Background: an optimization exercise with open tools, aiming at small area and a short achievable clock period. Do not read the settings as production practice. RTL that was checked went through simulation tests only; none was proved equivalent to the original. Power is estimated from default activity; no workload was simulated.

Design quireDotApb, start of the top module:
module quireDotApb (
  input  logic        clk,
  input  logic        rst,
  input  logic        psel,
  input  logic        penable,
  input  logic        pwrite,
  input  logic [7:0]  paddr,
  input  logic [31:0] pwdata,
  output logic [31:0] prdata,
  output logic        pready,
  output logic        pslverr
);
==> flow/config.mk <==
export PLATFORM = sky130hd
export DESIGN_NAME = quireDotApb
export DESIGN_NICKNAME = quireDotApb
export VERILOG_FILES = /design/flow/design.v
export SDC_FILE = /design/flow/constraint.sdc
export NUM_CORES = 4
export LEC_CHECK = 0
export ABC_AREA = 1
export CAP_MARGIN = 20
export CORE_MARGIN = 2
export CORE_UTILIZATION = 50
export PLACE_DENSITY = 0.65
export SLEW_MARGIN = 20
==> flow/constraint.sdc <==
create_clock -name core_clock -period 22.0 [get_ports {clk}]
set_input_delay 4.4000 -clock core_clock [delete_from_list [all_inputs] [get_ports {clk}]]
set_output_delay 4.4000 -clock core_clock [all_outputs]
set_load 0.01 [all_outputs]
standard.sh (not shown) runs the stock make flow with config.mk's settings and CLKGATE_MAP_FILE= SYNTH_SCRIPT=/design/flow/synth_recipe.tcl, a recipe that flattens the netlist after the stock synthesis.
==> flow/flow/run.sh <==
#!/bin/bash
set -euo pipefail
bash standard.sh SETUP_SLACK_MARGIN=15.8 finish > standard.log 2>&1
==> next run, changes <==
==> flow/run.sh (new file) <==
#!/bin/bash
# synth_recipe.tcl (not shown) runs the flow's synth.tcl, then flattens the netlist and writes it again
# the make line also repeats each setting of config.mk as NAME=value (left out here)
make -C /OpenROAD-flow-scripts/flow DESIGN_CONFIG=/design/flow/config.mk WORK_HOME=/design/flow/orfs CLKGATE_MAP_FILE= SYNTH_SCRIPT=/design/flow/synth_recipe.tcl finish
Settings changed: SETUP_SLACK_MARGIN set to 0.5.
removed: flow/flow/run.sh
removed: flow/standard.sh
Result: Wire length fell slightly; power hardly moves; setup slack gets worse by 1100 ps; critical path depth is higher by 28; synthesized cell count stays the same; global-route usage stays flat; cell area went down by a few percent; register-to-register slack got worse by 1300 ps.

---

== the baseline ==
Another version of the RTL of quireDotApb (not shown whole).
Size: roughly 79 I/O pins, roughly 33000 um^2 of cells after synthesis.
Settings: LEC_CHECK=0, ABC_AREA=1, CAP_MARGIN=20, CORE_MARGIN=2, CORE_UTILIZATION=60, PLACE_DENSITY=0.75, SETUP_SLACK_MARGIN=0.5, SLEW_MARGIN=20; clock period 22.0 ns.
run.sh (not shown) runs the stock make flow with config.mk's settings and CLKGATE_MAP_FILE= SYNTH_SCRIPT=/design/flow/synth_recipe.tcl, a recipe that flattens the netlist after the stock synthesis.
Stock flow here: none of the scripts above is used.
Modified inputs, the candidate compared to the baseline
- a change of PLACE_DENSITY from 0.75 to 0.55
- a change of CORE_UTILIZATION from 60 to 40
- The candidate reached the end of the flow, and the finished layout is clean on the timing, DRC and antenna checks.
- NOTE: post-layout total power in the candidate falls short of that of the baseline
- The candidate -> the baseline: global route total overflow delta 0, exact match
- From the baseline to the candidate, final count of pins violating max slew did not move at all.
- The candidate ended with more die area than the baseline.
- On worst hold path stage count: between the baseline and the candidate, it ends up lower for the candidate.
- The baseline ended up with met5 as its highest metal layer with signal wires; the candidate ended up with met4.
- Delay contributed by the slowest stage of the critical path: the candidate vs the baseline up 0.12 ns
- Summary: with the baseline as the reference, violation count after the first detailed-route iteration in the candidate moved down by more than 10%.
- Run comparison: the baseline cell at the slowest stage of the critical path sky130_fd_sc_hd__nand2_4; the candidate cell at the slowest stage of the critical path sky130_fd_sc_hd__fa_1
No run of this note included a check of the RTL's function; only the layout flow was run.

---

== job 6935 ==
Another version of the RTL of quireDotApb (not shown whole).
Size in the first run: roughly 300 flip-flops, ~79 I/O pins, about 31000 um^2 of cells after synthesis.
export LEC_CHECK = 0
export ABC_AREA = 1
export CAP_MARGIN = 20
export CORE_MARGIN = 2
export CORE_UTILIZATION = 65
export PLACE_DENSITY = 0.8
export SLEW_MARGIN = 20
create_clock -name core_clock -period 22.0 [get_ports {clk}]
standard.sh (not shown) runs the stock make flow with config.mk's settings and CLKGATE_MAP_FILE= SYNTH_SCRIPT=/design/flow/synth_recipe.tcl, a recipe that flattens the netlist after the stock synthesis.
==> flow/flow/run.sh <==
#!/bin/bash
set -euo pipefail
bash standard.sh SETUP_SLACK_MARGIN=16.3 "BUFFER_PORTS_ARGS=-buffer_cell sky130_fd_sc_hd__buf_2" finish > standard.log 2>&1
Job 6935 completed end to end with timing, DRC and antenna clean.
### job 6935 -> job 6212
- CORE_UTILIZATION now 70, was 65
- PLACE_DENSITY now 0.9, was 0.8
==> flow/flow/run.sh <==
#!/bin/bash
set -euo pipefail
bash standard.sh SETUP_SLACK_MARGIN=16.2 "BUFFER_PORTS_ARGS=-buffer_cell sky130_fd_sc_hd__buf_2" finish > standard.log 2>&1
Findings:
Between job 6935 and job 6212, the total die area is lower for job 6212. ~same cell count in job 6935 and job 6212. After detailed routing, job 6935 needs less wire than job 6212. Job 6212 vs job 6935: floorplan core area down by a little under 10%. The clock insertion delay at the later pin of the skew report of job 6212 exceeds that of job 6935 by 30 ps. Area: job 6212 vs job 6935 -> job 6212 larger. Per the comparison of job 6212 with job 6935, clock-buffer cell count higher, critical path depth now smaller. Job 6212 vs. job 6935: horizontal die dimension now sits lower; worst relative slew slack now sits lower; CTS H-tree depth now sits at about the same level.
Setup changes, job 6212 to job 6195
- swapping 70 for 65 in CORE_UTILIZATION
- swapping 0.9 for 0.8 in PLACE_DENSITY
- putting CTS_BUF_LIST at sky130_fd_sc_hd__clkbuf_4 sky130_fd_sc_hd__clkbuf_8 where nothing was set
==> comparison <==
Job 6195 did not stop at any stage, and its layout met the timing, DRC and antenna checks. Job 6212 has completed all stages; timing, DRC and antenna checks passed. Of job 6195 and job 6212, it is job 6195 that has the lower hold slack. From job 6212 to job 6195 the numbers moved as follows: design area went down by about 1.4%, die area went up by about 7.5%, signed area change from the synthesized netlist to the final layout went down by 1.6 points, count of clock-buffer cells in the layout went up by 27.

---

Setup of the previous run:
Starting RTL as in the previous note.
clock: 22.0 ns
lec_check: 0
abc_area: 1
cap_margin: 20
core_margin: 2
core_utilization: 65
place_density: 0.8
slew_margin: 20
==> flow/flow/run.sh <==
#!/bin/bash
set -euo pipefail
bash standard.sh SETUP_SLACK_MARGIN=16.4 "BUFFER_PORTS_ARGS=-buffer_cell sky130_fd_sc_hd__buf_2" finish > standard.log 2>&1
Input-level comparison between the current run and the previous run:
==> flow/flow/run.sh <==
#!/bin/bash
set -euo pipefail
bash standard.sh SETUP_SLACK_MARGIN=16.2 "BUFFER_PORTS_ARGS=-buffer_cell sky130_fd_sc_hd__buf_2" finish > standard.log 2>&1
Notes after the runs:
- The final layout from the current run, which completed every stage, passed the timing, DRC and antenna checks at the end of the flow.
- The current run against the previous run: number of antenna violations at the first check in global routing grew by 1, path depth of the worst reg2reg path dropped 1, arrival time at the worst endpoint shrank by 0.06 ns.
- The current run has more setup slack than the previous run.
- The current run: synthesis-to-layout area growth lower than the previous run
- The current run — final area 570 µm² lower, the previous run as reference
- On register-to-register slack: between the current run and the previous run, it ends up lower for the previous run.
- Peak fanout along the critical path on the current run is down relative to the previous run.

[re-timing with driven ports]
No port has a modelled driver above. Below, the same layouts with a new extraction and two added sets of constraints. Step 1 (the two cells are an assumption about what drives the block):
set clk [get_ports {clk}]
set_driving_cell -lib_cell sky130_fd_sc_hd__clkbuf_16 $clk
set_driving_cell -lib_cell sky130_fd_sc_hd__buf_2 [delete_from_list [all_inputs] $clk]
Step 2 also shifts input and output timing later by t, the mid clock arrival at the registers, as if the neighbouring blocks saw the same clock. Slacks: ideal / step 1 / step 2; pairs: ideal / step 1.
run	t (ns)	slack for setup (ns)	worst setup path at the end	worst register clock-pin slew, ns	worst slew at a driven data input, ns
the first run of note 1	0.627	15.986 / 16.020 / 15.393	input to register	0.07 / 0.07	0.04
the second run of note 1	0.629	14.855 / 14.855 / 14.855	register to register	0.07 / 0.07	0.04
the baseline	0.608	10.837 / 10.837 / 10.837	register to register	0.06 / 0.06	0.05
the candidate	0.600	10.381 / 10.381 / 10.381	register to register	0.06 / 0.06	0.05
job 6935	0.615	16.242 / 16.242 / 15.741	input to register	0.07 / 0.07	0.07
job 6212	0.632	15.587 / 15.587 / 15.587	register to register	0.07 / 0.07	0.05
job 6195	0.697	16.299 / 16.299 / 15.661	input to register	0.07 / 0.07	0.07
the previous run	0.626	16.224 / 16.224 / 15.929	input to register	0.07 / 0.07	0.09
the current run	0.609	16.291 / 16.291 / 15.815	input to register	0.06 / 0.06	0.08
After both steps every run listed still meets setup and hold. For job 6195, which loses most, drivers alone change the setup slack by 0.000 ns; drivers and shift together by -0.638 ns.
